This design comes from an exercise in tuning for small area, a short achievable clock period and few clock cycles per item on the open sky130 flow, not from production work. RTL that was checked went through simulation tests only; none was proved equivalent to the original. Only the layout flow was run in run 5; the RTL was not checked for function there. Power is estimated from default activity; no workload was simulated.

--- design.v ---
package tksg_pkg;
    localparam int STATE_BITS = 288;
    localparam int KEY_BITS   = 80;
    localparam int IV_BASE    = 93;
    localparam int WORD_BITS  = 64;
    localparam int COUNT_W    = 7;
    localparam int ROUNDS_W   = 12;
    localparam int CFG_IDX_W  = 3;
    localparam int UNROLL     = 64;    
    localparam int OFF_W      = 6;     
    localparam logic [ROUNDS_W-1:0] WARMUP_RESET = 12'd576;
    localparam logic OP_RESTART  = 1'b0;
    localparam logic OP_GENERATE = 1'b1;
    localparam logic [CFG_IDX_W-1:0] CFG_KEY_LOW  = 3'd0;
    localparam logic [CFG_IDX_W-1:0] CFG_KEY_HIGH = 3'd1;
    localparam logic [CFG_IDX_W-1:0] CFG_IV_LOW   = 3'd2;
    localparam logic [CFG_IDX_W-1:0] CFG_IV_HIGH  = 3'd3;
    localparam logic [CFG_IDX_W-1:0] CFG_WARMUP   = 3'd4;
    typedef struct packed {
        logic               load;        
        logic               step64;      
        logic               out_we;      
        logic               out_par;     
        logic               out_shift;   
        logic               ins_bit;     
        logic               zero;        
        logic [OFF_W-1:0]   off;         
        logic               cnt_we;      
        logic [COUNT_W-1:0] cnt;
    } t_cmd;
endpackage
module tksg_ctrl #(
    parameter int MAX_BITS_PER_ITEM = 64
) (
    input  logic                             i_clk,
    input  logic                             i_rst_n,
    input  logic                             i_in_valid,
    output logic                             o_in_ready,
    input  logic                             i_opcode,
    input  logic [tksg_pkg::COUNT_W-1:0]     i_bits_wanted,
    output logic                             o_out_valid,
    input  logic                             i_out_ready,
    input  logic                             i_cfg_we,
    input  logic [tksg_pkg::CFG_IDX_W-1:0]   i_cfg_index,
    input  logic [tksg_pkg::ROUNDS_W-1:0]    i_cfg_warm,
    output tksg_pkg::t_cmd                   o_cmd
);
    localparam int RW = tksg_pkg::ROUNDS_W;
    localparam int CW = tksg_pkg::COUNT_W;
    localparam int OW = tksg_pkg::OFF_W;
    localparam int SW = RW - OW;
    typedef enum logic [1:0] {
        K_EMPTY = 2'd0,      
        K_PAR   = 2'd1,      
        K_SER   = 2'd2       
    } t_kind;
    logic [RW-1:0] r_warm;
    logic [SW-1:0] r_steps;          
    logic          r_steps_nz;       
    logic [OW-1:0] r_off;
    logic          r_off63;          
    logic          r_rdy;
    logic          r_fast;           
    logic          r_out_valid;
    logic          r_pend;
    t_kind         r_kind;
    logic          r_ser;            
    logic          r_phase;          
    logic [CW-1:0] r_n;
    logic [OW-1:0] r_si;             
    logic          r_take;           
    logic          r_zero;
    logic          accept;
    logic          slot_free;
    logic [CW-1:0] n_in;
    t_kind         kind_in;
    t_kind         kind;
    logic          go;               
    logic          empty_exec;
    logic          new_par;
    logic          pend_par;
    logic          par_exec;
    logic          ser_shift;
    logic          ser_last;
    logic          ser_take;
    logic          load;
    logic          pend_next;
    logic          steps_nz_next;
    logic [OW-1:0] off_next;
    logic          rdy_next;
    assign accept    = i_in_valid && r_rdy;
    assign slot_free = !r_out_valid || i_out_ready;
    assign n_in      = i_bits_wanted[CW-1] ? CW'(MAX_BITS_PER_ITEM) : i_bits_wanted;
    assign load      = accept && (i_opcode == tksg_pkg::OP_RESTART);
    always_comb begin
        if (i_opcode == tksg_pkg::OP_RESTART || n_in == '0)
            kind_in = K_EMPTY;
        else if (n_in[CW-1] && r_off == '0)
            kind_in = K_PAR;
        else
            kind_in = K_SER;
    end
    assign kind = r_pend ? r_kind : kind_in;
    assign go   = accept || r_pend;
    assign empty_exec = go && kind == K_EMPTY && slot_free;
    assign new_par    = i_in_valid && r_fast && i_opcode && i_bits_wanted[CW-1];
    assign pend_par   = r_pend && r_kind == K_PAR;
    assign par_exec   = (pend_par || new_par) && slot_free;
    assign ser_shift  = r_ser && r_phase && !r_out_valid;
    assign ser_last   = ser_shift && r_si == '1;
    assign ser_take   = ser_shift && r_take;
    assign pend_next  = go && !empty_exec && !par_exec && !ser_last;
    assign steps_nz_next = load ? (r_warm[RW-1:OW] != '0)
                                : (r_steps_nz && r_steps != SW'(1));
    always_comb begin
        off_next = r_off;
        if (load)
            off_next = r_warm[OW-1:0];
        else if (ser_take)
            off_next = r_off + 1'b1;
    end
    assign rdy_next = !pend_next && !steps_nz_next;
    always_comb begin
        o_cmd           = '0;
        o_cmd.load      = load;
        o_cmd.step64    = r_steps_nz || par_exec || (ser_take && r_off63);
        o_cmd.out_we    = empty_exec || par_exec || ser_shift;
        o_cmd.out_par   = par_exec;
        o_cmd.out_shift = ser_shift;
        o_cmd.ins_bit   = r_take && !r_zero;
        o_cmd.zero      = r_zero;
        o_cmd.off       = r_off;
        o_cmd.cnt_we    = empty_exec || par_exec || ser_last;
        o_cmd.cnt       = par_exec ? CW'(MAX_BITS_PER_ITEM) : ser_last ? r_n : '0;
    end
    always_ff @(posedge i_clk) begin
        if (!i_rst_n) begin
            r_warm      <= tksg_pkg::WARMUP_RESET;
            r_steps     <= '0;
            r_steps_nz  <= 1'b0;
            r_off       <= '0;
            r_off63     <= 1'b0;
            r_rdy       <= 1'b1;
            r_fast      <= 1'b1;
            r_out_valid <= 1'b0;
            r_pend      <= 1'b0;
            r_ser       <= 1'b0;
            r_phase     <= 1'b0;
            r_zero      <= 1'b1;
        end else begin
            if (i_cfg_we && i_cfg_index == tksg_pkg::CFG_WARMUP)
                r_warm <= i_cfg_warm;
            if (load)
                r_steps <= r_warm[RW-1:OW];
            else if (r_steps_nz)
                r_steps <= r_steps - 1'b1;
            r_steps_nz  <= steps_nz_next;
            r_off       <= off_next;
            r_off63     <= (off_next == '1);
            r_rdy       <= rdy_next;
            r_fast      <= rdy_next && (off_next == '0);
            r_out_valid <= empty_exec || par_exec || ser_last ||
                           (r_out_valid && !i_out_ready);
            r_pend      <= pend_next;
            r_ser       <= (r_ser && !ser_last) || (accept && kind_in == K_SER);
            r_phase     <= r_ser && !r_out_valid && !r_phase;
            if (load)
                r_zero <= 1'b0;
        end
    end
    always_ff @(posedge i_clk) begin
        if (accept) begin
            r_kind <= kind_in;
            r_n    <= n_in;
            r_si   <= '0;
            r_take <= 1'b1;
        end else if (ser_shift) begin
            r_si   <= r_si + 1'b1;
            r_take <= (CW'(r_si) + 1'b1 < r_n);
        end
    end
    assign o_in_ready  = r_rdy;
    assign o_out_valid = r_out_valid;
endmodule
module tksg_dp (
    input  logic                                 i_clk,
    input  logic                                 i_rst_n,
    input  logic                                 i_cfg_we,
    input  logic [tksg_pkg::CFG_IDX_W-1:0]       i_cfg_index,
    input  logic [tksg_pkg::WORD_BITS-1:0]       i_cfg_data,
    input  tksg_pkg::t_cmd                       i_cmd,
    output logic [tksg_pkg::WORD_BITS-1:0]       o_keystream_word,
    output logic [tksg_pkg::COUNT_W-1:0]         o_bit_count
);
    localparam int SB = tksg_pkg::STATE_BITS;
    localparam int WB = tksg_pkg::WORD_BITS;
    localparam int U  = tksg_pkg::UNROLL;
    logic [63:0]   r_key_low;
    logic [15:0]   r_key_high;
    logic [63:0]   r_iv_low;
    logic [15:0]   r_iv_high;
    logic [3:0]    r_cz;             
    logic [SB-1:0] r_state;
    logic [SB-1:0] load_state;
    logic [SB-1:0] st64;
    logic [U-1:0]  z64;
    logic          zsel;
    logic [7:0]    r_zgrp;           
    logic [WB-1:0] r_out_word;
    logic [tksg_pkg::COUNT_W-1:0] r_out_count;
    function automatic logic [SB:0] round(input logic [SB-1:0] s);
        logic t1, t2, t3;
        logic [SB-1:0] n;
        t1 = s[65]  ^ s[92];
        t2 = s[161] ^ s[176];
        t3 = s[242] ^ s[287];
        n      = {s[SB-2:0], 1'b0};
        n[0]   = t3 ^ (s[285] & s[286]) ^ s[68];
        n[93]  = t1 ^ (s[90]  & s[91])  ^ s[170];
        n[177] = t2 ^ (s[174] & s[175]) ^ s[263];
        round = {t1 ^ t2 ^ t3, n};
    endfunction
    always_comb begin : p_round
        logic [SB:0] r;
        logic [SB-1:0] s;
        s   = r_state;
        for (int i = 0; i < U; i++) begin
            r      = round(s);
            z64[i] = r[SB];
            s      = r[SB-1:0];
        end
        st64 = s;
    end
    always_comb begin
        load_state = '0;
        load_state[63:0]    = r_key_low  & {64{!r_cz[0]}};
        load_state[79:64]   = r_key_high & {16{!r_cz[1]}};
        load_state[156:93]  = r_iv_low   & {64{!r_cz[2]}};
        load_state[172:157] = r_iv_high  & {16{!r_cz[3]}};
        load_state[287:285] = 3'b111;
    end
    always_ff @(posedge i_clk) begin
        if (!i_rst_n) begin
            r_cz <= '1;
        end else if (i_cfg_we) begin
            unique case (i_cfg_index)
                tksg_pkg::CFG_KEY_LOW:  r_cz[0] <= 1'b0;
                tksg_pkg::CFG_KEY_HIGH: r_cz[1] <= 1'b0;
                tksg_pkg::CFG_IV_LOW:   r_cz[2] <= 1'b0;
                tksg_pkg::CFG_IV_HIGH:  r_cz[3] <= 1'b0;
                default: ;
            endcase
        end
    end
    always_ff @(posedge i_clk) begin
        if (i_rst_n && i_cfg_we) begin
            unique case (i_cfg_index)
                tksg_pkg::CFG_KEY_LOW:  r_key_low  <= i_cfg_data;
                tksg_pkg::CFG_KEY_HIGH: r_key_high <= i_cfg_data[15:0];
                tksg_pkg::CFG_IV_LOW:   r_iv_low   <= i_cfg_data;
                tksg_pkg::CFG_IV_HIGH:  r_iv_high  <= i_cfg_data[15:0];
                default: ;
            endcase
        end
    end
    always_ff @(posedge i_clk) begin
        if (i_cmd.load) begin
            r_state <= load_state;
        end else if (i_cmd.step64) begin
            r_state <= st64;
        end
    end
    always_ff @(posedge i_clk) begin
        for (int g = 0; g < 8; g++)
            r_zgrp[g] <= z64[8*g + int'(i_cmd.off[2:0])];
    end
    assign zsel = r_zgrp[i_cmd.off[5:3]];
    always_ff @(posedge i_clk) begin
        if (i_cmd.out_we) begin
            if (i_cmd.out_par)
                r_out_word <= z64 & {WB{!i_cmd.zero}};
            else if (i_cmd.out_shift)
                r_out_word <= {zsel && i_cmd.ins_bit, r_out_word[WB-1:1]};
            else
                r_out_word <= '0;
        end
        if (i_cmd.cnt_we)
            r_out_count <= i_cmd.cnt;
    end
    assign o_keystream_word = r_out_word;
    assign o_bit_count      = r_out_count;
endmodule
module trivium_keystream_generator_top #(
    parameter int MAX_BITS_PER_ITEM = 64
) (
    input  logic                               i_clk,
    input  logic                               i_rst_n,
    input  logic                               i_in_valid,
    output logic                               o_in_ready,
    input  logic                               i_opcode,
    input  logic [tksg_pkg::COUNT_W-1:0]       i_bits_wanted,
    output logic                               o_out_valid,
    input  logic                               i_out_ready,
    output logic [tksg_pkg::WORD_BITS-1:0]     o_keystream_word,
    output logic [tksg_pkg::COUNT_W-1:0]       o_bit_count,
    input  logic                               i_cfg_we,
    input  logic [tksg_pkg::CFG_IDX_W-1:0]     i_cfg_index,
    input  logic [tksg_pkg::WORD_BITS-1:0]     i_cfg_data
);
    tksg_pkg::t_cmd cmd;
    tksg_ctrl #(
        .MAX_BITS_PER_ITEM (MAX_BITS_PER_ITEM)
    ) u_ctrl (
        .i_clk         (i_clk),
        .i_rst_n       (i_rst_n),
        .i_in_valid    (i_in_valid),
        .o_in_ready    (o_in_ready),
        .i_opcode      (i_opcode),
        .i_bits_wanted (i_bits_wanted),
        .o_out_valid   (o_out_valid),
        .i_out_ready   (i_out_ready),
        .i_cfg_we      (i_cfg_we),
        .i_cfg_index   (i_cfg_index),
        .i_cfg_warm    (i_cfg_data[tksg_pkg::ROUNDS_W-1:0]),
        .o_cmd         (cmd)
    );
    tksg_dp u_dp (
        .i_clk            (i_clk),
        .i_rst_n          (i_rst_n),
        .i_cfg_we         (i_cfg_we),
        .i_cfg_index      (i_cfg_index),
        .i_cfg_data       (i_cfg_data),
        .i_cmd            (cmd),
        .o_keystream_word (o_keystream_word),
        .o_bit_count      (o_bit_count)
    );
endmodule
--- flow/run.sh ---
#!/bin/bash
# standard layout with plain buffers on the ports (instead of the delay cells
# buffer_ports picks by default) and sizing free to change cell footprints
set -euo pipefail
bash standard.sh \
  "BUFFER_PORTS_ARGS=-buffer_cell sky130_fd_sc_hd__buf_4" \
  MATCH_CELL_FOOTPRINT=0 \
  finish > flow_standard.log 2>&1
--- standard.sh ---
#!/bin/bash
# synth_recipe.tcl (not shown) runs the flow's synth.tcl, then flattens the netlist and writes it again
# the make line also repeats each setting of config.mk as NAME=value (left out here)
make -C /OpenROAD-flow-scripts/flow DESIGN_CONFIG=/design/flow/config.mk WORK_HOME=/design/flow/orfs CLKGATE_MAP_FILE= SYNTH_SCRIPT=/design/flow/synth_recipe.tcl "${@:-finish}"
--- config.mk ---
export PLATFORM = sky130hd
export DESIGN_NAME = trivium_keystream_generator_top
export DESIGN_NICKNAME = trivium_keystream_generator_top
export VERILOG_FILES = /design/flow/design.v
export SDC_FILE = /design/flow/constraint.sdc
export NUM_CORES = 4
export LEC_CHECK = 0
export ABC_CLOCK_PERIOD_IN_PS = 2200
export CAP_MARGIN = 20
export CORE_MARGIN = 2
export CORE_UTILIZATION = 60
export SETUP_SLACK_MARGIN = 2.7
export SLEW_MARGIN = 20
--- constraint.sdc ---
create_clock -name core_clock -period 5.0 [get_ports {i_clk}]
set_input_delay 1.0000 -clock core_clock [delete_from_list [all_inputs] [get_ports {i_clk}]]
set_output_delay 1.0000 -clock core_clock [all_outputs]
set_load 0.01 [all_outputs]
==> results of run 1 <==
sequential cells by signal (all words and copies together), names as in the netlist, 8 cells and up:
register	flops
u_ctrl.r_warm	12
u_dp.r_iv_high	16
u_dp.r_iv_low	64
u_dp.r_key_high	16
u_dp.r_key_low	64
u_dp.r_out_word	64
u_dp.r_state	288
u_dp.r_zgrp	8
stage by stage:
stage                     utilization [%]  hold WS [ps]  power, mW  setup slack, ps  cell area [sq um]
final                                68.7           469       23.3             2680              34200
after floorplan                         -           436       14.2            -85.6              30200
after global placement               62.9           446       17.8             1660              31300
after detailed placement             62.9           458       17.8             1570              31400
after CTS                            67.9           464       22.7             2650              33800
after global routing                 68.7           490       23.9             2580              34200
cell usage in the layout, fill, tap and decap left out, types with 6 or more instances in the layout:
master       n
inv_1       12
mux4_2      12
a22o_1      63
nor2b_1      6
nor3_1      64
dfxtp_1    177
o21ai_0     40
o22ai_1     12
clkbuf_16   66
a211oi_1    61
clkinv_2    12
edfxtp_1   400
buf_12      20
xnor2_1    498
ha_1        11
nand2_1    479
xnor2_2     55
nor2_1      96
xor2_1     157
clkbuf_1    17
nand3_1    225
clkinv_1     6
a31o_2      42
a21oi_1     86
or3_1        7
buf_4      192
layout make-up:
class / count / share of cell area [%]
timing repair buffer: 221 / 5.83
clock buffer: 85 / 5.00
multi-input combinational: 1992 / 39.9
tap: 672 / 2.46
clock inverter: 28 / 0.964
sequential: 580 / 45.6
inverter: 18 / 0.208
critical path: stages, from the launching register on:
cell	delay, ps
edfxtp_1	580
xnor2_1	530
xnor2_1	140
xnor2_1	200
mux4_2	470
mux2_2	280
kinds of logic after synthesis:
kind of cell    share of synthesized area [%]
mux                                      1.14
buf+inv                                  4.12
flops                                    51.8
compound gates                           7.52
simple gates                             13.2
fa+ha+maj                               0.457
xor+xnor                                 21.7
how the worst min path moves through the flow:
| stage | start | to | depth (start not counted) |
|---|---|---|---|
| 2_1_floorplan | u_ctrl.r_zero | u_ctrl.r_zero | 2 |
| 3_3_place_gp | u_dp.r_state[177] | u_dp.r_state[241] | 2 |
| 3_5_place_dp | u_dp.r_state[177] | u_dp.r_state[241] | 2 |
| 4_1_cts | u_dp.r_state[177] | u_dp.r_state[241] | 2 |
| 5_1_grt | u_dp.r_state[178] | u_dp.r_state[242] | 2 |
| 6_report | u_ctrl.r_warm[3] | u_ctrl.r_warm[3] | 2 |
power by group through the flow:
stage	Clock, mW	Combinational (mW)	Sequential (mW)
after floorplan	0	7.28	6.96
after global placement	0	9.65	8.14
after detailed placement	0	9.69	8.16
after CTS	4.65	9.97	8.05
after global routing	4.84	11.0	8.12
final	4.61	10.6	8.15
layer usage:
layer	wire, microns	vias up
li1	-	9770
met1	41500	10960
met2	44300	1619
met3	14400	260
met4	5910	0
met5	0	-
what timing repair did:
| item | 4_1_cts | 5_1_grt |
|---|---|---|
| pin swaps | 4 | 1 |
| cloned | 7 | 2 |
| resized for setup | 23 | 28 |
| setup endpoints to repair | 415 | 339 |
| setup buffers | 17 | 20 |
==> qor.csv, run 1 <==
metric;value;unit
Yosys top cell by area;edfxtp_1;
Fmax;430;MHz
FF/Latch Area;15600;sq um
vias in the first global route;20704;
Synth top area share;39.9;%
Die Y;228;microns
Setup TNS;0;ps
ANT cells;0;
Gate Count Post-Synth;2832;
die width;228;microns
Clk pin slew, worst setup/hold paths;60;ps
Placer Congestion;1.03;
Req. time, crit path;5530;ps
HP Class;flip-flop to flip-flop;
final cycle utilization of the critical path;46.5;%
hold-fix buffers at CTS;0;
Clk Latency, worst-skew pair;650;ps
Inst Count DP;3437;
Syn Area/Cell;10.6;sq um
Initial DRT Pass Iterations;6;
Comb power frac;45.3;%
most used routing layer;met1;
VDD IR max;378;uV
clock period minus worst slack;2320;ps
Initial Utilization;60.4;%
Slew HR;35.0;%
switch share;43.0;%
Core Region;49900;sq um
H-tree levels;2;
initial antenna violation count;1;
via/cell ratio;6.29;
share of layout cells above drive strength 1;16.0;%
CP arrival;2850;ps
skew final;21.1;ps
die footprint;52000;sq um
RSZ-0062 raised after global routing;true;
routed wire length;106000;microns
GRT Total Usage;40.1;%
Crit Reg-Reg Endpoint;u_dp.r_zgrp[5];
FF+latch count, synth;580;
Commonest cells post-synth;xnor2_1 (520), nand2_1 (480), edfxtp_1 (400);
r2r worst-path depth;5;
FF-to-FF Start;u_dp.r_state[46];
outcome;finished clean;
row count;82;
first-pass GRT wire length;150000;microns
ANT nets after route;0;
PD cells;681;nW/um^2
Cell variety after synth;63;
largest net degree at the start of global routing;122;
Clock Tree Buf Depth;3;
Tightest Pin Transition;961;ps
switching power;10.0;mW
number of enable flip-flop cells after synthesis;400;
Residual DRC;0;
clock root buffer master;clkbuf_16;
DR iter-0 viols;3658;
multi-input logic area;13700;sq um
Static Leak;12.2;nW
final setup violation count;0;
Clock Power Share;19.8;%
Final nets;2964;
CTS Buf Count;60;
dominant synthesized flop cell;edfxtp_1;
part of the Yosys area used for sequential elements;51.8;%
non-filler cells, final;3596;
routed vias;22609;
HPWL after DPL;76900;microns
GRT overflow;0;
CTS tree;yes;
CP Launch Type;flip-flop;
global-route met1 utilization;58.3;%
port bufs;152;
Synth async-reset ratio;0;%
most numerous cell in the Yosys netlist;xnor2_1;
max cap viols;0;
Mapped Area;30100;sq um
Max Slew Vio Count;0;
CTS Sinks;580;
Synth area leaders;edfxtp_1 (40%), xnor2_1 (15%), dfxtp_1 (12%);
wire length per cell;29.5;microns
Internal Power;13.3;mW
Worst setup EP type;flip-flop;
IO Count;153;
Worst Setup EP;u_dp.r_zgrp[5];
Synthesis Warnings;2;
area delta synth->final;13.7;%
Setup Crit Path Kind;flip-flop to flip-flop;
Seq pwr share;35.0;%
synthesized net count;2923;
met2 Resource Use GR;56.3;%
Final Hold Fails;0;
R2R Setup Slk;2680;ps
crit-path max FO;5;
Fill cells;3767;
Worst Setup SP;u_dp.r_state[46];
met3 usage;9.86;%
Testbench counts, summed over its fixed seeds: cycles 1,352, items 65,536.
==> run 2, diff against run 1 <==
==> flow/run.sh (replaced) <==
#!/bin/bash
# standard layout with plain buffers on the ports (instead of the delay cells
# buffer_ports picks by default), sizing free to change cell footprints, and
# clock tree sinks clustered by 20 without dummy loads
set -euo pipefail
bash standard.sh \
  "BUFFER_PORTS_ARGS=-buffer_cell sky130_fd_sc_hd__buf_4" \
  MATCH_CELL_FOOTPRINT=0 \
  "CTS_ARGS=-sink_clustering_enable -repair_clock_nets -dont_use_dummy_load -sink_clustering_size 20 -sink_clustering_max_diameter 100" \
  finish > flow_standard.log 2>&1
--- a/config.mk
+++ b/config.mk
@@ -11,3 +11,3 @@
 export CORE_UTILIZATION = 60
-export SETUP_SLACK_MARGIN = 2.7
+export SETUP_SLACK_MARGIN = 2.5
 export SLEW_MARGIN = 20
==> qor.csv, run 2 <==
metric;value;unit;change
multi-input logic area;13400;sq um;was 13700 sq um
Internal Power;11.7;mW;was 13.3 mW
commonest non-fill, non-tap cells in the layout;xnor2_1 (518), nand2_1 (479), edfxtp_1 (400);;was xnor2_1 (498), nand2_1 (479), edfxtp_1 (400)
Synth async-reset ratio;0;%;unchanged
GRT Total Usage;38.5;%;was 40.1%
Clk Latency, worst-skew pair;590;ps;was 650 ps
Clk pin slew, worst setup/hold paths;80;ps;was 60 ps
Yosys top cell by area;edfxtp_1;;unchanged
largest net degree at the start of global routing;122;;unchanged
Initial DRT Pass Iterations;5;;was 6
largest family of logic cells by synthesized area;XOR/XNOR gates;;unchanged
vias in the first global route;20243;;was 20704
Worst setup EP type;flip-flop;;unchanged
row count;82;;unchanged
Die Y;228;microns;unchanged
Synthesis Warnings;2;;unchanged
port bufs;152;;unchanged
wire length on met3;12100;microns;was 14400 microns
PD cells;651;nW/um^2;was 681 nW/um^2
Post-Synth Simple-Gate Area;13.2;%;unchanged
Mapped Area;30100;sq um;unchanged
Comb power frac;47.9;%;was 45.3%
Clock Tree Buf Depth;3;;unchanged
Synth area leaders;edfxtp_1 (40%), xnor2_1 (15%), dfxtp_1 (12%);;unchanged
switching power;9.38;mW;was 10.0 mW
Req. time, crit path;5460;ps;was 5530 ps
Synth top area share;39.9;%;unchanged
die width;228;microns;unchanged
met2 wire len;42600;microns;was 44300 microns
Gate Count Post-Synth;2832;;unchanged
switch share;44.6;%;was 43.0%
dominant synthesized flop cell;edfxtp_1;;unchanged
skew final;39.0;ps;was 21.1 ps
Syn Area/Cell;10.6;sq um;unchanged
Fmax;396;MHz;was 430 MHz
clock period minus worst slack;2520;ps;was 2320 ps
Setup Crit Path Kind;flip-flop to flip-flop;;unchanged
Tightest Pin Transition;967;ps;was 961 ps
VDD IR max;389;uV;was 378 uV
Cell variety after synth;63;;unchanged
Setup TNS;0;ps;unchanged
CTS Sinks;580;;unchanged
synthesized net count;2923;;unchanged
CP Launch Type;flip-flop;;unchanged
area delta synth->final;7.27;%;was 13.7%
wl on met1;41400;microns;was 41500 microns
Top reg by flops;u_dp.r_state;;unchanged
Highest Signal Layer;met4;;unchanged
FF+latch count, synth;580;;unchanged
commonest non-fill, non-tap cell in the layout;xnor2_1;;unchanged
ANT nets after route;0;;unchanged
Static Leak;11.2;nW;was 12.2 nW
initial antenna violation count;0;;was 1
number of enable flip-flop cells after synthesis;400;;unchanged
crit-path max FO;3;;was 5
Fill cells;4033;;was 3767
CTS Buf Count;35;;was 60
Final nets;2894;;was 2964
RSZ-0062 raised after global routing;true;;unchanged
Commonest cells post-synth;xnor2_1 (520), nand2_1 (480), edfxtp_1 (400);;unchanged
most numerous cell in the Yosys netlist;xnor2_1;;unchanged
clock root buffer master;clkbuf_16;;unchanged
Max Slew Vio Count;0;;unchanged
ANT cells;0;;unchanged
Synth Area in Adders;0.457;%;unchanged
wire length per cell;29.1;microns;was 29.5 microns
Seq pwr share;38.7;%;was 35.0%
routed wire length;101000;microns;was 106000 microns
die footprint;52000;sq um;unchanged
part of the Yosys area used for sequential elements;51.8;%;unchanged
Slew HR;34.6;%;was 35.0%
HPWL after DPL;76200;microns;was 76900 microns
final cycle utilization of the critical path;50.5;%;was 46.5%
hold-fix buffers at CTS;0;;unchanged
CTS tree;yes;;unchanged
IO Count;153;;unchanged
final setup violation count;0;;unchanged
DR iter-0 viols;3324;;was 3658
R2R Setup Slk;2480;ps;was 2680 ps
max FFs per register;288;;unchanged
Core Region;49900;sq um;unchanged
share of layout cells above drive strength 1;12.0;%;was 16.0%
Clock Power Share;13.4;%;was 19.8%
compound-cell area share of the yosys netlist;7.52;%;unchanged
first-pass GRT wire length;144000;microns;was 150000 microns
FF/Latch Area;15600;sq um;about the same
Post-Synth XOR/XNOR Area;21.7;%;unchanged
via/cell ratio;6.29;;about the same
GRT overflow;0;;unchanged
Final Hold Fails;0;;unchanged
Residual DRC;0;;unchanged
CP arrival;2990;ps;was 2850 ps
routed vias;21858;;was 22609
dpl ws;1810;ps;was 1570 ps
Initial Utilization;60.4;%;unchanged
Placer Congestion;1.02;;was 1.03
mux share of post-synthesis cell area;1.14;%;unchanged
max cap viols;0;;unchanged
outcome;finished clean;;unchanged
HP Class;flip-flop to flip-flop;;unchanged
H-tree levels;2;;unchanged
setup slack after layout;2480;ps;was 2680 ps
run 2: cell counts after synthesis:
No cell type changed its count.
run 2: cells by family (layout without fill, tap and decap cells):
| family | Yosys count | in the layout |
|---|---|---|
| simple gates | 916 | 917 |
| xor+xnor | 717 | 717 |
| flops | 580 | 580 |
| compound gates | 325 | 325 |
| buf+inv | 265 | 233 |
| mux | 18 | 18 |
| fa+ha+maj | 11 | 11 |
run 2: power groups by stage:
| stage | logic (mW) | clock network (mW) | registers (mW) |
|---|---|---|---|
| floorplan | 7.28 | 0 | 6.96 |
| global placement | 9.56 | 0 | 8.15 |
| detailed placement | 9.61 | 0 | 8.15 |
| CTS | 9.71 | 2.83 | 8.05 |
| global route | 10.5 | 3.00 | 8.13 |
| finish | 10.1 | 2.82 | 8.14 |
run 2: final timing paths:
| path | from | to | cells past startpoint |
|---|---|---|---|
| setup / recovery | u_dp.r_state[79] | u_dp.r_zgrp[1] | 4 |
| hold / removal | u_ctrl.r_warm[5] | u_ctrl.r_warm[5] | 2 |
| setup reg to reg | u_dp.r_state[79] | u_dp.r_zgrp[1] | 4 |
| hold reg to reg | u_ctrl.r_warm[5] | u_ctrl.r_warm[5] | 2 |
run 2: repair_timing:
item                       in CTS  in global routing
pin swaps                       2                  0
gates cloned                    2                  0
gates resized for setup         1                  6
setup endpoints to repair      33                100
buffers inserted                2                  0
run 2: metrics by stage:
step	util [%]	area, sq um	hold slack [ps]	std cells	power [mW]
6_report	64.8	32300	458	3473	21.0
5_1_grt	64.8	32300	474	3473	21.6
4_1_cts	64.8	32300	461	3473	20.6
3_5_place_dp	62.9	31400	449	3434	17.8
3_3_place_gp	62.8	31300	448	3432	17.7
2_1_floorplan	-	30200	436	2832	14.2
run 2: routing by layer:
layer,global-route usage (%),vias to the layer above
li1,-,9564
met1,56.1,10694
met2,55.4,1404
met3,8.74,196
met4,16.4,0
met5,0,-
run 2: critical path, stage by stage (launching register included):
cell	delay [ps]
edfxtp_1	570
xnor2_1	690
xnor2_1	330
mux4_2	520
mux2_2	290
run 2: layout make-up:
cell class,count,share of cell area [%]
clock buffers,35,2.71
inverters,18,0.209
multi-input cells,1988,41.5
flip-flops and latches,580,48.3
well taps,672,2.60
repair buffers,180,4.67
==> run 3, diff against run 2 <==
--- a/config.mk
+++ b/config.mk
@@ -10,4 +10,4 @@
 export CORE_MARGIN = 2
-export CORE_UTILIZATION = 60
-export SETUP_SLACK_MARGIN = 2.5
+export CORE_UTILIZATION = 70
+export SETUP_SLACK_MARGIN = 2.8
 export SLEW_MARGIN = 20
==> qor.csv, run 3 <==
metric;value;unit;change
outcome;finished clean;;unchanged
dominant synthesized flop cell;edfxtp_1;;unchanged
Residual DRC;0;;unchanged
CTS Buf Count;35;;unchanged
H-tree levels;2;;unchanged
crit path max-delay cell type;edfxtp_1;;was xnor2_1
Max Slew Vio Count;0;;unchanged
clock root buffer master;clkbuf_16;;unchanged
Synth async-reset ratio;0;%;unchanged
R2R Setup Slk;2610;ps;was 2480 ps
Final nets;3077;;was 2894
vias in the first global route;22463;;was 20243
Crit path top cell by count;xnor2_1;;unchanged
DR iter-0 viols;4967;;was 3324
CTS tree;yes;;unchanged
delay of the slowest cell on the worst path;700;ps;was 690 ps
area delta synth->final;16.8;%;was 7.27%
Core Region;42800;sq um;was 49900 sq um
Gate Count Post-Synth;2832;;unchanged
initial antenna violation count;0;;unchanged
final cycle utilization of the critical path;47.8;%;was 50.5%
HP Class;flip-flop to flip-flop;;unchanged
Setup Crit Path Kind;flip-flop to flip-flop;;unchanged
Final Hold Fails;0;;unchanged
HPWL after DPL;77200;microns;was 76200 microns
largest net degree at the start of global routing;75;;was 122
Slew HR;32.4;%;was 34.6%
skew final;59.1;ps;was 39.0 ps
FF-to-FF Start;u_dp.r_state[169];;was u_dp.r_state[79]
Top reg by flops;u_dp.r_state;;unchanged
GRT overflow;0;;unchanged
Clk Latency, worst-skew pair;610;ps;was 590 ps
Clk pin slew, worst setup/hold paths;90;ps;was 80 ps
setup slack after layout;2610;ps;was 2480 ps
Commonest cells post-synth;xnor2_1 (520), nand2_1 (480), edfxtp_1 (400);;unchanged
IO Count;153;;unchanged
Synth top area share;39.9;%;unchanged
Initial Utilization;70.4;%;was 60.4%
r2r worst-path depth;5;;was 4
synthesized net count;2923;;unchanged
clock period minus worst slack;2390;ps;was 2520 ps
VDD IR max;432;uV;was 389 uV
wire length per cell;33.6;microns;was 29.1 microns
dpl cell area;31400;sq um;about the same
CP Launch Type;flip-flop;;unchanged
part of the Yosys area used for sequential elements;51.8;%;unchanged
commonest non-fill, non-tap cells in the layout;nand2_1 (479), xnor2_1 (454), edfxtp_1 (400);;was xnor2_1 (518), nand2_1 (479), edfxtp_1 (400)
Yosys top cell by area;edfxtp_1;;unchanged
Placer Congestion;1.05;;was 1.02
RSZ-0062 raised after global routing;true;;unchanged
Syn Area/Cell;10.6;sq um;unchanged
number of enable flip-flop cells after synthesis;400;;unchanged
first-pass GRT wire length;157000;microns;was 144000 microns
FF+latch count, synth;580;;unchanged
worst hold path endpoint;u_dp.r_state[242];;was u_ctrl.r_warm[5]
max cap viols;0;;unchanged
Static Leak;12.8;nW;was 11.2 nW
dpl ws;1430;ps;was 1810 ps
max FFs per register;288;;unchanged
PD cells;654;nW/um^2;was 651 nW/um^2
via/cell ratio;7.16;;was 6.29
Synthesis Warnings;2;;unchanged
ANT nets after route;0;;unchanged
Clock Tree Buf Depth;3;;unchanged
crit-path max FO;4;;was 3
GRT Total Usage;50.2;%;was 38.5%
die width;211;microns;was 228 microns
commonest non-fill, non-tap cell in the layout;nand2_1;;was xnor2_1
Tightest Pin Transition;1010;ps;was 967 ps
share of layout cells above drive strength 1;22.1;%;was 12.0%
most numerous cell in the Yosys netlist;xnor2_1;;unchanged
Crit Reg-Reg Endpoint;u_dp.r_zgrp[0];;was u_dp.r_zgrp[1]
hold path startpoint;u_dp.r_state[178];;was u_ctrl.r_warm[5]
routed vias;25264;;was 21858
Synth area leaders;edfxtp_1 (40%), xnor2_1 (15%), dfxtp_1 (12%);;unchanged
routed wire length;119000;microns;was 101000 microns
Initial DRT Pass Iterations;6;;was 5
CP arrival;2850;ps;was 2990 ps
Fmax;418;MHz;was 396 MHz
hold depth;2;;unchanged
Cell variety after synth;63;;unchanged
critical-path cell list;xnor2_1 -> xnor2_1 -> xnor2_1 -> mux4_2 -> mux2_2;;was xnor2_1 -> xnor2_1 -> mux4_2 -> mux2_2
cell area after layout;35200;sq um;was 32300 sq um
CTS Sinks;580;;unchanged
Worst setup EP type;flip-flop;;unchanged
Die Y;211;microns;was 228 microns
final setup violation count;0;;unchanged
port bufs;152;;unchanged
ANT cells;0;;unchanged
Inst Count DP;3312;;was 3434
row count;76;;was 82
die footprint;44700;sq um;was 52000 sq um
non-filler cells, final;3530;;was 3473
Req. time, crit path;5450;ps;was 5460 ps
Mapped Area;30100;sq um;unchanged
==> run 3: logic make-up after synthesis <==
family	share of synthesized area, %
AND/OR/NAND/NOR	13.2
XOR/XNOR	21.7
flip-flops	51.8
AO/OA/AOI/OAI	7.52
buffers and inverters	4.12
multiplexers	1.14
adder cells (fa/ha/maj)	0.457
==> run 3: cell type report <==
cell class,instances,area [sq um]
clock buffer,35,876
fill,2377,7610
inverter,18,77.6
multi-input combinational,1998,14600
tap,546,683
sequential,580,15600
timing repair buffer,353,3320
==> run 3: worst max path at each step <==
| stage | startpoint | to | slack [ps] | cells after the start |
|---|---|---|---|---|
| 6_report | u_dp.r_state[169] | u_dp.r_zgrp[0] | 2610 | 5 |
| 5_1_grt | u_dp.r_state[169] | u_dp.r_zgrp[0] | 2650 | 5 |
| 4_1_cts | u_dp.r_state[58] | u_dp.r_zgrp[0] | 2740 | 4 |
| 3_5_place_dp | i_opcode | u_dp.r_state[164] | 1430 | 4 |
| 3_3_place_gp | i_bits_wanted[6] | u_dp.r_out_word[3] | 1490 | 5 |
| 2_1_floorplan | i_in_valid | u_dp.r_out_word[0] | -90 | 3 |
==> run 3: metal layers <==
metal	vias to the layer above	part of all wire [%]	global-route usage [%]
li1	9948	-	-
met1	11957	33	67.1
met2	2673	41	71.9
met3	686	17	14.6
met4	0	9.1	31.8
met5	-	0	0
==> run 3: timing repair <==
action / in CTS / in global routing
gates cloned: 18 / 15
setup buffers: 77 / 73
hold buffers: 0 / 0
setup endpoints to repair: 585 / 573
pin swaps: 12 / 21
gates resized for setup: 73 / 106
==> run 3: worst max-delay path, delay by kind of cell (launching register included) <==
kind / cells / cell delay [ps]
DFF: 1 / 700
xor gates and xnor gates: 3 / 800
muxes: 2 / 760
==> run 3: metrics by stage <==
step           utilization [%]  power, mW  TNS [ps]  hold slack [ps]
2_1_floorplan                -       14.4     -5480              436
3_3_place_gp              73.4       17.7         0              450
3_5_place_dp              73.5       17.9         0              462
4_1_cts                   78.7       21.2         0              456
5_1_grt                   82.2       23.2         0              485
6_report                  82.2       23.0         0              448
==> run 3: power breakdown <==
part	leakage [nW]	switching (mW)	internal [mW]
Sequential	5.32	1.91	6.25
Clock	0.431	1.58	1.25
Combinational	7.01	7.05	4.98
Total	12.8	10.5	12.5
==> run 4, diff against run 3 <==
--- a/config.mk
+++ b/config.mk
@@ -10,4 +10,4 @@
 export CORE_MARGIN = 2
-export CORE_UTILIZATION = 70
-export SETUP_SLACK_MARGIN = 2.8
+export CORE_UTILIZATION = 60
+export SETUP_SLACK_MARGIN = 2.7
 export SLEW_MARGIN = 20
==> qor.csv, run 4 <==
metric;value;unit;change
Post-Synth XOR/XNOR Area;21.7;%;unchanged
dpl cell area;31400;sq um;about the same
max cap viols;0;;unchanged
hold-fix buffers at CTS;0;;unchanged
VDD IR max;332;uV;was 432 uV
number of enable flip-flop cells after synthesis;400;;unchanged
share of layout cells above drive strength 1;14.6;%;was 22.1%
HP Class;flip-flop to flip-flop;;unchanged
clock root buffer master;clkbuf_16;;unchanged
commonest non-fill, non-tap cells in the layout;xnor2_1 (499), nand2_1 (479), edfxtp_1 (400);;was nand2_1 (479), xnor2_1 (454), edfxtp_1 (400)
DR iter-0 viols;3378;;was 4967
Top reg by flops;u_dp.r_state;;unchanged
final core utilization;66.6;%;was 82.2%
minimum hold slack;471;ps;was 448 ps
dominant synthesized flop cell;edfxtp_1;;unchanged
port bufs;152;;unchanged
most numerous cell in the Yosys netlist;xnor2_1;;unchanged
Crit path max-delay family;XOR/XNOR gates;;unchanged
r2r worst-path depth;4;;was 5
CTS Buf Count;36;;was 35
final cycle utilization of the critical path;47.5;%;was 47.8%
commonest non-fill, non-tap cell in the layout;xnor2_1;;was nand2_1
Gate Count Post-Synth;2832;;unchanged
Synth Area in Adders;0.457;%;unchanged
dpl ws;1570;ps;was 1430 ps
crit-path max FO;5;;was 4
CP arrival;2830;ps;was 2850 ps
vias in the first global route;20438;;was 22463
skew final;61.4;ps;was 59.1 ps
Inst Count DP;3437;;was 3312
Setup Crit Path Kind;flip-flop to flip-flop;;unchanged
final setup violation count;0;;unchanged
Syn Area/Cell;10.6;sq um;unchanged
Clk Latency, worst-skew pair;610;ps;about the same
critical-path cell list;xnor2_1 -> xnor2_1 -> mux4_2 -> mux2_4;;was xnor2_1 -> xnor2_1 -> xnor2_1 -> mux4_2 -> mux2_2
PD cells;650;nW/um^2;was 654 nW/um^2
Synthesis Warnings;2;;unchanged
CTS tree;yes;;unchanged
Static Leak;11.7;nW;was 12.8 nW
FF+latch count, synth;580;;unchanged
via/cell ratio;6.32;;was 7.16
Clk pin slew, worst setup/hold paths;80;ps;was 90 ps
crit path max-delay cell type;edfxtp_1;;unchanged
compound-cell area share of the yosys netlist;7.52;%;unchanged
Crit path top cell by count;xnor2_1;;unchanged
largest family of logic cells by synthesized area;XOR/XNOR gates;;unchanged
initial antenna violation count;0;;unchanged
Placer Congestion;1.03;;was 1.05
non-filler cells, final;3526;;was 3530
mux share of post-synthesis cell area;1.14;%;unchanged
largest net degree at the start of global routing;122;;was 75
outcome;finished clean;;unchanged
GRT Total Usage;39.8;%;was 50.2%
Commonest cells post-synth;xnor2_1 (520), nand2_1 (480), edfxtp_1 (400);;unchanged
Synth async-reset ratio;0;%;unchanged
setup slack after layout;2630;ps;was 2610 ps
hold depth;2;;unchanged
instance count on the critical path;4;;was 5
clock period minus worst slack;2370;ps;was 2390 ps
Req. time, crit path;5460;ps;was 5450 ps
GRT overflow;0;;unchanged
wire length per cell;30.0;microns;was 33.6 microns
HPWL after DPL;76900;microns;was 77200 microns
Clock Tree Buf Depth;3;;unchanged
area delta synth->final;10.2;%;was 16.8%
Yosys top cell by area;edfxtp_1;;unchanged
Final nets;2947;;was 3077
Slew HR;34.6;%;was 32.4%
cell area after layout;33200;sq um;was 35200 sq um
Synth top area share;39.9;%;unchanged
Core Region;49900;sq um;was 42800 sq um
final total power;21.6;mW;was 23.0 mW
IO Count;153;;unchanged
Worst Path Buf+Inv;0;;unchanged
Final Hold Fails;0;;unchanged
die width;228;microns;was 211 microns
Tightest Pin Transition;967;ps;was 1010 ps
synthesized net count;2923;;unchanged
H-tree levels;2;;unchanged
Residual DRC;0;;unchanged
routed wire length;106000;microns;was 119000 microns
Setup TNS;0;ps;unchanged
RSZ-0062 raised after global routing;true;;unchanged
CTS Sinks;580;;unchanged
Die Y;228;microns;was 211 microns
max FFs per register;288;;unchanged
Synth area leaders;edfxtp_1 (40%), xnor2_1 (15%), dfxtp_1 (12%);;unchanged
Initial DRT Pass Iterations;6;;unchanged
Fmax;421;MHz;was 418 MHz
Initial Utilization;60.4;%;was 70.4%
CP Launch Type;flip-flop;;unchanged
Max Slew Vio Count;0;;unchanged
ANT cells;0;;unchanged
Worst setup EP type;flip-flop;;unchanged
die footprint;52000;sq um;was 44700 sq um
Post-Synth Simple-Gate Area;13.2;%;unchanged
delay of the slowest cell on the worst path;600;ps;was 700 ps
part of the Yosys area used for sequential elements;51.8;%;unchanged
routed vias;22288;;was 25264
Mapped Area;30100;sq um;unchanged
Cell variety after synth;63;;unchanged
ANT nets after route;0;;unchanged
row count;82;;was 76
R2R Setup Slk;2630;ps;was 2610 ps
first-pass GRT wire length;148000;microns;was 157000 microns
## run 4: cell counts after synthesis
Identical to the previous run, type by type.
## run 4: worst register-to-register path, stage by stage (launching register included)
cell	delay, ps
edfxtp_1	600
xnor2_1	590
xnor2_1	290
mux4_2	500
mux2_4	270
## run 4: worst paths after layout
check / start / to
setup / recovery: u_dp.r_state[56] / u_dp.r_zgrp[4]
hold / removal: u_ctrl.r_warm[3] / u_ctrl.r_warm[3]
setup reg to reg: u_dp.r_state[56] / u_dp.r_zgrp[4]
hold reg to reg: u_ctrl.r_warm[3] / u_ctrl.r_warm[3]
## run 4: cell families after synthesis
kind of cell               after synthesis
AOI/OAI and AO/OA                      325
buffers and inverters                  265
DFF                                    580
xor gates and xnor gates               717
adders and majority gates               11
muxes                                   18
and+or+nand+nor                        916
## run 4: metal layers
layer  global-route usage [%]  wire, microns
met1                     56.8          41800
met2                     56.4          44200
met4                     18.5           5940
met5                        0              0
met3                     10.8          13800
## run 4: final cells by class
cell class / instances / area (sq um)
repair buffers: 227 / 2080
clock buffers: 36 / 901
flip-flops and latches: 580 / 15600
multi-input cells: 1993 / 13700
fillers: 3899 / 16700
inverters: 18 / 77.6
well taps: 672 / 841
## run 4: timing repair
| item | CTS | global route |
|---|---|---|
| endpoints found under the setup margin | 439 | 369 |
| gates resized for setup | 27 | 34 |
| cloned | 8 | 5 |
| buffers inserted | 18 | 22 |
| pin swaps | 4 | 6 |
## run 4: power by group
part,leakage [nW],total [mW],switching [mW],internal (mW)
sequential,5.32,8.12,1.88,6.25
clock,0.444,2.86,1.57,1.29
combinational,5.89,10.6,6.21,4.38
==> run 5, diff against run 4 <==
--- a/design.v
+++ b/design.v
@@ -207,3 +207,3 @@
     logic          zsel;
-    logic [7:0]    r_zgrp;           
+    logic [15:0]   r_zgrp;           
     logic [WB-1:0] r_out_word;
@@ -273,6 +273,6 @@
     always_ff @(posedge i_clk) begin
-        for (int g = 0; g < 8; g++)
-            r_zgrp[g] <= z64[8*g + int'(i_cmd.off[2:0])];
+        for (int g = 0; g < 16; g++)
+            r_zgrp[g] <= z64[4*g + int'(i_cmd.off[1:0])];
     end
-    assign zsel = r_zgrp[i_cmd.off[5:3]];
+    assign zsel = r_zgrp[i_cmd.off[5:2]];
     always_ff @(posedge i_clk) begin
==> qor.csv, run 5 <==
metric;value;unit;change
outcome;finished clean;;unchanged
Fill cells;3802;;was 3899
Max Slew Vio Count;0;;unchanged
final setup violation count;0;;unchanged
Fmax;423;MHz;was 421 MHz
RSZ-0062 raised after global routing;true;;unchanged
Tightest Pin Transition;1150;ps;was 967 ps
minimum hold slack;470;ps;was 471 ps
Static Leak;11.3;nW;was 11.7 nW
die width;227;microns;was 228 microns
Req. time, crit path;5520;ps;was 5460 ps
initial antenna violation count;3;;was 0
CP Launch Type;flip-flop;;unchanged
Setup TNS;0;ps;unchanged
Final Hold Fails;0;;unchanged
port bufs;152;;unchanged
H-tree levels;2;;unchanged
GRT overflow;0;;unchanged
Syn Area/Cell;10.9;sq um;was 10.6 sq um
skew final;50.2;ps;was 61.4 ps
Mapped Area;29800;sq um;was 30100 sq um
Initial DRT Pass Iterations;6;;unchanged
Clk Latency, worst-skew pair;590;ps;was 610 ps
Core Region;49100;sq um;was 49900 sq um
clock root buffer master;clkbuf_16;;unchanged
Setup Crit Path Kind;flip-flop to flip-flop;;unchanged
dominant synthesized flop cell;edfxtp_1;;unchanged
row count;81;;was 82
Gate Count Post-Synth;2731;;was 2832
Synth area leaders;edfxtp_1 (40%), xnor2_1 (15%), dfxtp_1 (13%);;was edfxtp_1 (40%), xnor2_1 (15%), dfxtp_1 (12%)
Initial Utilization;60.8;%;was 60.4%
Placer Congestion;1.04;;was 1.03
max FFs per register;288;;unchanged
via/cell ratio;6.51;;was 6.32
first-pass GRT wire length;147000;microns;was 148000 microns
R2R Setup Slk;2640;ps;was 2630 ps
Synthesis Warnings;2;;unchanged
Final nets;2835;;was 2947
routed wire length;106000;microns;about the same
Commonest cells post-synth;xnor2_1 (521), edfxtp_1 (400), nand2_1 (394);;was xnor2_1 (520), nand2_1 (480), edfxtp_1 (400)
part of the Yosys area used for sequential elements;52.9;%;was 51.8%
VDD IR max;343;uV;was 332 uV
final core utilization;68.2;%;was 66.6%
vias in the first global route;20485;;was 20438
Slew HR;23.4;%;was 34.6%
commonest non-fill, non-tap cells in the layout;xnor2_1 (517), edfxtp_1 (400), nand2_1 (390);;was xnor2_1 (499), nand2_1 (479), edfxtp_1 (400)
Die Y;227;microns;was 228 microns
largest net degree at the start of global routing;75;;was 122
CTS Sinks;588;;was 580
most numerous cell in the Yosys netlist;xnor2_1;;unchanged
Synth async-reset ratio;0;%;unchanged
non-filler cells, final;3406;;was 3526
crit-path max FO;5;;unchanged
HPWL after DPL;75700;microns;was 76900 microns
CP arrival;2880;ps;was 2830 ps
ANT cells;0;;unchanged
GRT Total Usage;40.6;%;was 39.8%
Top reg by flops;u_dp.r_state;;unchanged
number of enable flip-flop cells after synthesis;400;;unchanged
CTS tree;yes;;unchanged
share of layout cells above drive strength 1;18.1;%;was 14.6%
Synth top area share;40.2;%;was 39.9%
Clk pin slew, worst setup/hold paths;80;ps;about the same
IO Count;153;;unchanged
max cap viols;0;;unchanged
HP Class;flip-flop to flip-flop;;unchanged
Clock Tree Buf Depth;3;;unchanged
final cycle utilization of the critical path;47.3;%;was 47.5%
Worst setup EP type;flip-flop;;unchanged
CTS Buf Count;35;;was 36
PD cells;651;nW/um^2;was 650 nW/um^2
Cell variety after synth;54;;was 63
synthesized net count;2822;;was 2923
area delta synth->final;12.1;%;was 10.2%
wire length per cell;31.3;microns;was 30.0 microns
Residual DRC;0;;unchanged
ANT nets after route;0;;unchanged
FF+latch count, synth;588;;was 580
DR iter-0 viols;3151;;was 3378
die footprint;51500;sq um;was 52000 sq um
clock period minus worst slack;2360;ps;was 2370 ps
Yosys top cell by area;edfxtp_1;;unchanged
commonest non-fill, non-tap cell in the layout;xnor2_1;;unchanged
routed vias;22158;;was 22288
Inst Count DP;3329;;was 3437
## run 5: changes by cell type after synthesis, sizes merged, moves of 8 or more
cell / previous run / this run
xor2: 161 / 195
a31o: 42 / 129
nor2: 97 / 82
mux4: 12 / 21
xnor2: 556 / 521
buf: 120 / 49
dfxtp: 180 / 188
nand2: 480 / 394
nor3: 66 / 135
clkbuf: 127 / 201
o22ai: 12 / 0
nand3: 226 / 46
## run 5: cell families after synthesis
logic type               share of synthesized area (%)
XOR/XNOR                                          21.0
AO/OA/AOI/OAI                                     10.2
adder cells (fa/ha/maj)                          0.461
flip-flops                                        52.9
AND/OR/NAND/NOR                                   10.3
multiplexers                                      1.58
buffers and inverters                             3.56
## run 5: path summary, 6_finish.rpt
check	end	depth (start not counted)	startpoint
hold / removal	u_ctrl.r_warm[7]	2	u_ctrl.r_warm[7]
setup reg to reg	u_dp.r_zgrp[0]	4	u_dp.r_state[160]
setup / recovery	u_dp.r_zgrp[0]	4	u_dp.r_state[160]
hold reg to reg	u_ctrl.r_warm[7]	2	u_ctrl.r_warm[7]
## run 5: metrics by stage
stage	setup WS, ps	power, mW	instance area, sq um
final	2640	21.8	33500
after global routing	2690	22.3	33500
after CTS	2660	21.1	33200
after detailed placement	1470	18.2	32000
after global placement	1520	18.1	32000
after floorplan	1300	14.5	30800
## run 5: worst max-delay path: stages (launching register included)
cell and delay, ps:
edfxtp_1 710, xnor2_1 390, xnor2_1 130, xnor2_1 700, mux4_2 370
## run 5: repair_timing
item	4_1_cts	5_1_grt
buffers inserted	10	15
endpoints found under the setup margin	537	310
gates cloned	11	6
resized for setup	19	12
pin swaps	4	5
hold buffers	0	0
## run 5: power breakdown
group | switching, mW | internal [mW] | total (mW)
registers | 1.97 | 6.35 | 8.31
clock network | 1.58 | 1.25 | 2.83
logic | 6.27 | 4.37 | 10.6
total | 9.82 | 12.0 | 21.8
## run 5: per-layer routing
metal / GRT usage, % / part of all wire (%)
met1: 57.4 / 39
met2: 59.5 / 43
met5: 0 / 0
met4: 18.7 / 5.4
met3: 9.58 / 13
## run 5: layout make-up
class	instances	area, sq um	share of cell area (%)
tap	664	831	2.48
clock buffer	35	876	2.62
inverter	19	75.1	0.224
sequential	588	15800	47.2
multi-input combinational	1884	13900	41.6
timing repair buffer	216	1960	5.87
==> run 6, diff against run 5 <==
--- a/design.v
+++ b/design.v
@@ -25,3 +25,2 @@
         logic               ins_bit;     
-        logic               zero;        
         logic [OFF_W-1:0]   off;         
@@ -75,2 +74,3 @@
     logic [CW-1:0] n_in;
+    logic [CW-1:0] n_acc;
     t_kind         kind_in;
@@ -94,4 +94,5 @@
     assign load      = accept && (i_opcode == tksg_pkg::OP_RESTART);
+    assign n_acc     = (i_opcode == tksg_pkg::OP_RESTART) ? '0 : n_in;
     always_comb begin
-        if (i_opcode == tksg_pkg::OP_RESTART || n_in == '0)
+        if (i_opcode == tksg_pkg::OP_RESTART || n_in == '0 || r_zero)
             kind_in = K_EMPTY;
@@ -129,7 +130,6 @@
         o_cmd.out_shift = ser_shift;
-        o_cmd.ins_bit   = r_take && !r_zero;
-        o_cmd.zero      = r_zero;
+        o_cmd.ins_bit   = r_take;
         o_cmd.off       = r_off;
         o_cmd.cnt_we    = empty_exec || par_exec || ser_last;
-        o_cmd.cnt       = par_exec ? CW'(MAX_BITS_PER_ITEM) : ser_last ? r_n : '0;
+        o_cmd.cnt       = par_exec ? CW'(MAX_BITS_PER_ITEM) : (r_pend ? r_n : n_acc);
     end
@@ -143,3 +143,3 @@
             r_rdy       <= 1'b1;
-            r_fast      <= 1'b1;
+            r_fast      <= 1'b0;
             r_out_valid <= 1'b0;
@@ -160,3 +160,3 @@
             r_rdy       <= rdy_next;
-            r_fast      <= rdy_next && (off_next == '0);
+            r_fast      <= rdy_next && (off_next == '0) && !(r_zero && !load);
             r_out_valid <= empty_exec || par_exec || ser_last ||
@@ -173,3 +173,3 @@
             r_kind <= kind_in;
-            r_n    <= n_in;
+            r_n    <= n_acc;
             r_si   <= '0;
@@ -280,3 +280,3 @@
             if (i_cmd.out_par)
-                r_out_word <= z64 & {WB{!i_cmd.zero}};
+                r_out_word <= z64;
             else if (i_cmd.out_shift)
--- a/config.mk
+++ b/config.mk
@@ -11,3 +11,3 @@
 export CORE_UTILIZATION = 60
-export SETUP_SLACK_MARGIN = 2.7
+export SETUP_SLACK_MARGIN = 2.9
 export SLEW_MARGIN = 20
==> qor.csv, run 6 <==
metric;value;unit;change
Setup Crit Path Kind;input pin to flip-flop;;was flip-flop to flip-flop
H-tree levels;2;;unchanged
RSZ-0062 raised after global routing;true;;unchanged
Initial DRT Pass Iterations;6;;unchanged
critical-path cell list;buf_6 -> or4_4 -> o41ai_4 -> o221ai_4 -> buf_12 -> nand3_4;;was xnor2_1 -> xnor2_1 -> xnor2_1 -> mux4_2
routed wire length;116000;microns;was 106000 microns
Crit path max-delay family;simple AND/OR/NAND/NOR gates;;was XOR/XNOR gates
HPWL after DPL;76600;microns;was 75700 microns
Die Y;228;microns;was 227 microns
Gate Count Post-Synth;2925;;was 2731
clock root buffer master;clkbuf_16;;unchanged
port bufs;152;;unchanged
GRT overflow;0;;unchanged
commonest non-fill, non-tap cell in the layout;xnor2_1;;unchanged
hold-fix buffers at CTS;0;;unchanged
CP Launch Type;input pin;;was flip-flop
Commonest cells post-synth;xnor2_1 (570), nand2_1 (523), edfxtp_1 (400);;was xnor2_1 (521), edfxtp_1 (400), nand2_1 (394)
Fill cells;3581;;was 3802
Core Region;49900;sq um;was 49100 sq um
final cycle utilization of the critical path;45.2;%;was 47.3%
vias in the first global route;21675;;was 20485
Req. time, crit path;5260;ps;was 5520 ps
largest net degree at the start of global routing;116;;was 75
first-pass GRT wire length;157000;microns;was 147000 microns
die footprint;52100;sq um;was 51500 sq um
Slew HR;47.5;%;was 23.4%
area delta synth->final;17.9;%;was 12.1%
CTS tree;yes;;unchanged
clock period minus worst slack;2260;ps;was 2360 ps
CTS Buf Count;35;;unchanged
Setup TNS;0;ps;unchanged
IO Count;153;;unchanged
Max Slew Vio Count;0;;unchanged
minimum hold slack;461;ps;was 470 ps
CP arrival;2520;ps;was 2880 ps
Inst Count DP;3515;;was 3329
Syn Area/Cell;10.3;sq um;was 10.9 sq um
CTS Sinks;588;;unchanged
number of enable flip-flop cells after synthesis;400;;unchanged
routed vias;23978;;was 22158
part of the Yosys area used for sequential elements;52.3;%;was 52.9%
VDD IR max;287;uV;was 343 uV
row count;82;;was 81
ANT nets after route;0;;unchanged
die width;228;microns;was 227 microns
delay of the slowest cell on the worst path;540;ps;was 710 ps
Worst Path Buf+Inv;2;;was 0
Top reg by flops;u_dp.r_state;;unchanged
ANT cells;0;;unchanged
max FFs per register;288;;unchanged
Initial Utilization;60.5;%;was 60.8%
met3 usage;12.1;%;was 9.58%
skew final;50.6;ps;was 50.2 ps
crit path max-delay cell type;or4_4;;was edfxtp_1
Clk pin slew, worst setup/hold paths;90;ps;was 80 ps
Synthesis Warnings;2;;unchanged
Synth area leaders;edfxtp_1 (40%), xnor2_1 (17%), dfxtp_1 (12%);;was edfxtp_1 (40%), xnor2_1 (15%), dfxtp_1 (13%)
DR iter-0 viols;3739;;was 3151
initial antenna violation count;1;;was 3
synthesized net count;3016;;was 2822
Tightest Pin Transition;782;ps;was 1150 ps
most numerous cell in the Yosys netlist;xnor2_1;;unchanged
FF+latch count, synth;588;;unchanged
Cell variety after synth;67;;was 54
Mapped Area;30200;sq um;was 29800 sq um
GRT Total Usage;42.4;%;was 40.6%
wire length per cell;31.4;microns;was 31.3 microns
most used routing layer;met2;;unchanged
Synth top area share;39.8;%;was 40.2%
global-route met1 utilization;58.9;%;was 57.4%
HP Class;flip-flop to flip-flop;;unchanged
Clk Latency, worst-skew pair;610;ps;was 590 ps
share of layout cells above drive strength 1;21.3;%;was 18.1%
Synth async-reset ratio;0;%;unchanged
Worst setup EP type;flip-flop;;unchanged
max cap viols;0;;unchanged
Clock Tree Buf Depth;3;;unchanged
Yosys top cell by area;edfxtp_1;;unchanged
met2 Resource Use GR;60.5;%;was 59.5%
via/cell ratio;6.48;;was 6.51
commonest non-fill, non-tap cells in the layout;xnor2_1 (525), nand2_1 (520), edfxtp_1 (400);;was xnor2_1 (517), edfxtp_1 (400), nand2_1 (390)
Final nets;3121;;was 2835
non-filler cells, final;3700;;was 3406
Fmax;442;MHz;was 423 MHz
outcome;finished clean;;unchanged
final setup violation count;0;;unchanged
dominant synthesized flop cell;edfxtp_1;;unchanged
Residual DRC;0;;unchanged
Placer Congestion;1.04;;about the same
Static Leak;12.5;nW;was 11.3 nW
PD cells;532;nW/um^2;was 651 nW/um^2
Final Hold Fails;0;;unchanged
crit-path max FO;16;;was 5
## run 6: cell types whose count changed after synthesis, moves of 49 or more
cell     delta
a22o_1     -59
nor3_1     -75
xnor2_1    +49
nand2_1   +129
nand3_1   +205
a31o_1     -73
## run 6: worst paths after layout
kind                      from                   to  slack [ps]  cells past startpoint
min              u_ctrl.r_zero        u_ctrl.r_zero         460                      2
max           i_bits_wanted[3]  u_dp.r_out_word[10]        2740                      6
min reg2reg      u_ctrl.r_zero        u_ctrl.r_zero         460                      2
max reg2reg  u_dp.r_state[119]  u_dp.r_out_word[57]        2780                      4
## run 6: stage by stage
step,total power [mW],instance area (sq um),utilization [%],setup WS (ps)
detailed placement,14.8,32100,64.3,1220
global placement,14.7,32100,64.3,1270
global route,19.3,35600,71.3,2700
CTS,18.0,34500,69.3,2670
finish,18.9,35600,71.3,2740
floorplan,12.1,31100,-,1360
## run 6: what timing repair did
| action | CTS | global route |
|---|---|---|
| gates resized for setup | 111 | 74 |
| buffers inserted | 62 | 53 |
| hold endpoints to repair | 0 | 0 |
| cloned | 26 | 9 |
| pin swaps | 10 | 6 |
| setup endpoints to repair | 816 | 541 |
## run 6: power by group
| part | internal [mW] | switching [mW] |
|---|---|---|
| Combinational | 3.49 | 4.98 |
| Sequential | 6.10 | 1.48 |
| Clock | 1.25 | 1.59 |
| Total | 10.8 | 8.06 |
## run 6: layout make-up
type / instances / area, sq um / area share (%)
well taps: 672 / 841 / 2.36
inverters: 18 / 72.6 / 0.204
clock buffers: 35 / 876 / 2.46
flip-flops and latches: 588 / 15800 / 44.4
repair buffers: 316 / 3390 / 9.54
multi-input cells: 2071 / 14600 / 41.0
## run 6: metal layers
layer / vias up / share of wire, %
met5: - / 0.0086
met3: 362 / 14
met1: 11593 / 38
li1: 10130 / -
met4: 2 / 6.8
met2: 1891 / 42
## run 6: cell families after synthesis
logic type | Yosys count | synth area share, %
flip-flops | 588 | 52.3
multiplexers | 6 | 0.407
buffers and inverters | 278 | 3.95
XOR/XNOR | 717 | 20.8
AND/OR/NAND/NOR | 973 | 14.2
adder cells (fa/ha/maj) | 11 | 0.456
AO/OA/AOI/OAI | 352 | 7.87
## run 6: worst register-to-register path: stages (launching register included)
cell,delay (ps)
edfxtp_1,660
xnor2_1,370
xnor2_1,130
xnor2_1,570
o21ai_0,210
Testbench counts of run 6, summed over its fixed seeds: cycles 1,352, items 65,536.
==> run 7, diff against run 6 <==
--- a/config.mk
+++ b/config.mk
@@ -11,3 +11,3 @@
 export CORE_UTILIZATION = 60
-export SETUP_SLACK_MARGIN = 2.9
+export SETUP_SLACK_MARGIN = 2.7
 export SLEW_MARGIN = 20
==> qor.csv, run 7 <==
metric;value;unit;change
outcome;finished clean;;unchanged
H-tree levels;2;;unchanged
Worst Path Buf+Inv;0;;was 2
CTS Buf Count;35;;unchanged
Synth async-reset ratio;0;%;unchanged
Static Leak;11.2;nW;was 12.5 nW
delay of the slowest cell on the worst path;650;ps;was 540 ps
dominant synthesized flop cell;edfxtp_1;;unchanged
Commonest cells post-synth;xnor2_1 (570), nand2_1 (523), edfxtp_1 (400);;unchanged
R2R Setup Slk;2620;ps;was 2780 ps
Placer Congestion;1.04;;about the same
most numerous cell in the Yosys netlist;xnor2_1;;unchanged
first-pass GRT wire length;146000;microns;was 157000 microns
area delta synth->final;8.55;%;was 17.9%
hold path startpoint;u_dp.r_state[177];;was u_ctrl.r_zero
die width;228;microns;unchanged
synthesized net count;3016;;unchanged
die footprint;52100;sq um;unchanged
Setup Crit Path Kind;flip-flop to flip-flop;;was input pin to flip-flop
Final nets;2993;;was 3121
commonest non-fill, non-tap cells in the layout;xnor2_1 (567), nand2_1 (520), edfxtp_1 (400);;was xnor2_1 (525), nand2_1 (520), edfxtp_1 (400)
Setup TNS;0;ps;unchanged
HPWL after DPL;74800;microns;was 76600 microns
HP Class;flip-flop to flip-flop;;unchanged
CP Launch Type;flip-flop;;was input pin
final setup violation count;0;;unchanged
clock root buffer master;clkbuf_16;;unchanged
multi-input logic area;13400;sq um;was 14600 sq um
worst hold path endpoint;u_dp.r_state[241];;was u_ctrl.r_zero
CTS tree;yes;;unchanged
Mapped Area;30200;sq um;unchanged
Seq pwr share;42.7;%;was 40.1%
Residual DRC;0;;unchanged
Synth area leaders;edfxtp_1 (40%), xnor2_1 (17%), dfxtp_1 (12%);;unchanged
Syn Area/Cell;10.3;sq um;unchanged
critical-path cell list;xnor2_1 -> xor2_1 -> xnor2_1 -> o22ai_1 -> a221oi_1;;was buf_6 -> or4_4 -> o41ai_4 -> o221ai_4 -> buf_12 -> nand3_4
crit-path max FO;5;;was 16
Max Slew Vio Count;0;;unchanged
wire length per cell;29.1;microns;was 31.4 microns
r2r worst-path depth;5;;was 4
Clock Tree Buf Depth;3;;unchanged
GRT overflow;0;;unchanged
Internal Power;10.3;mW;was 10.8 mW
Crit path max-delay family;XOR/XNOR gates;;was simple AND/OR/NAND/NOR gates
Final Hold Fails;0;;unchanged
CP arrival;2830;ps;was 2520 ps
RSZ-0062 raised after global routing;true;;unchanged
Core Region;49900;sq um;unchanged
Top reg by flops;u_dp.r_state;;unchanged
max cap viols;0;;unchanged
PD cells;542;nW/um^2;was 532 nW/um^2
port bufs;152;;unchanged
Crit Reg-Reg Endpoint;u_dp.r_zgrp[12];;was u_dp.r_out_word[57]
clock period minus worst slack;2380;ps;was 2260 ps
Clk pin slew, worst setup/hold paths;80;ps;was 90 ps
Req. time, crit path;5450;ps;was 5260 ps
FF+latch count, synth;588;;unchanged
DR iter-0 viols;3401;;was 3739
largest net degree at the start of global routing;116;;unchanged
max FFs per register;288;;unchanged
Die Y;228;microns;unchanged
Initial Utilization;60.5;%;unchanged
hold depth;2;;unchanged
initial antenna violation count;2;;was 1
GRT Total Usage;38.9;%;was 42.4%
FF/Latch Area;15800;sq um;about the same
Yosys top cell by area;edfxtp_1;;unchanged
commonest non-fill, non-tap cell in the layout;xnor2_1;;unchanged
Gate Count Post-Synth;2925;;unchanged
Worst setup EP type;flip-flop;;unchanged
Initial DRT Pass Iterations;6;;unchanged
routed vias;22694;;was 23978
Cell variety after synth;67;;unchanged
vias in the first global route;20680;;was 21675
final total power;17.8;mW;was 18.9 mW
IO Count;153;;unchanged
crit path max-delay cell type;edfxtp_1;;was or4_4
Crit path top cell by count;xnor2_1;;
Comb power frac;41.5;%;was 44.8%
Clk Latency, worst-skew pair;590;ps;was 610 ps
FF-to-FF Start;u_dp.r_state[41];;was u_dp.r_state[119]
Slew HR;27.6;%;was 47.5%
via/cell ratio;6.35;;was 6.48
routed wire length;104000;microns;was 116000 microns
number of enable flip-flop cells after synthesis;400;;unchanged
switch share;41.7;%;was 42.6%
Fill cells;4044;;was 3581
Synth top area share;39.8;%;unchanged
switching power;7.41;mW;was 8.06 mW
Synthesis Warnings;2;;unchanged
VDD IR max;312;uV;was 287 uV
share of layout cells above drive strength 1;11.4;%;was 21.3%
final cycle utilization of the critical path;47.7;%;was 45.2%
CTS Sinks;588;;unchanged
Fmax;420;MHz;was 442 MHz
Tightest Pin Transition;1090;ps;was 782 ps
part of the Yosys area used for sequential elements;52.3;%;unchanged
row count;82;;unchanged
ANT nets after route;0;;unchanged
Clock Power Share;15.9;%;was 15.1%
skew final;43.7;ps;was 50.6 ps
==> run 7: cell counts after synthesis <==
No cell type changed its count.
==> run 7: worst max path at each step <==
stage	cells past startpoint	end	start
2_1_floorplan	3	u_dp.r_key_low[0]	i_rst_n
3_3_place_gp	4	u_dp.r_state[126]	i_opcode
6_report	5	u_dp.r_zgrp[12]	u_dp.r_state[41]
3_5_place_dp	4	u_dp.r_state[33]	i_opcode
4_1_cts	7	u_dp.r_state[128]	i_opcode
5_1_grt	6	u_dp.r_out_word[34]	i_bits_wanted[3]
==> run 7: metrics by stage <==
step | instances | util [%] | worst slack (ps) | hold slack, ps | cell area [sq um]
2_1_floorplan | 2925 | - | 1360 | 432 | 30300
3_3_place_gp | 3514 | 63.0 | 1690 | 443 | 31400
3_5_place_dp | 3514 | 63.0 | 1610 | 445 | 31400
4_1_cts | 3560 | 65.2 | 2620 | 460 | 32500
5_1_grt | 3572 | 65.6 | 2600 | 485 | 32700
6_report | 3573 | 65.7 | 2620 | 463 | 32700
==> run 7: layout make-up <==
type                       count  area share, %
antenna                        1        0.00764
clock buffer                  35           2.68
inverter                      18          0.214
multi-input combinational   2063           41.0
sequential                   588           48.2
tap                          672           2.57
timing repair buffer         196           5.38
==> run 7: per-layer routing <==
metal  global-route usage [%]  routed length, microns  vias up
li1                         -                       -     9851
met1                     55.1                   40200    10967
met2                     55.1                   43100     1618
met3                     10.9                   14600      258
met4                     18.9                    6130        0
met5                        0                       0        -
==> run 7: tightest hold or removal path, delay by kind of cell, from the launching register on <==
family,cells,cell delay (ps)
simple gates,1,50
flops,1,320
compound gates,1,50
==> run 7: timing repair <==
action | CTS | global route
endpoints found under the setup margin | 542 | 375
gates resized for setup | 17 | 9
hold buffers | 0 | 0
pin swaps | 2 | 4
gates cloned | 7 | 4
setup buffers | 4 | 7
==> run 7: power by group through the flow <==
stage	Sequential [mW]	Combinational, mW	Clock (mW)
final	7.58	7.36	2.82
after global routing	7.56	7.67	2.97
after CTS	7.48	7.03	2.83
after detailed placement	7.58	6.89	0
after global placement	7.57	6.87	0
after floorplan	6.68	5.13	0
==> run 7: cells by family after synthesis <==
group / share of synthesized area (%)
simple gates: 14.2
xor+xnor: 20.8
flops: 52.3
compound gates: 7.87
buf+inv: 3.95
fa+ha+maj: 0.456
mux: 0.407

Re-timed with assumed drivers on the ports (clkbuf_16 on the clock, buf_2 on other inputs), run 7 has 2.617 ns of setup slack against 2.617 ns with ideal ports, and 2.078 ns once port delays also move by the mid clock arrival of 0.633 ns.
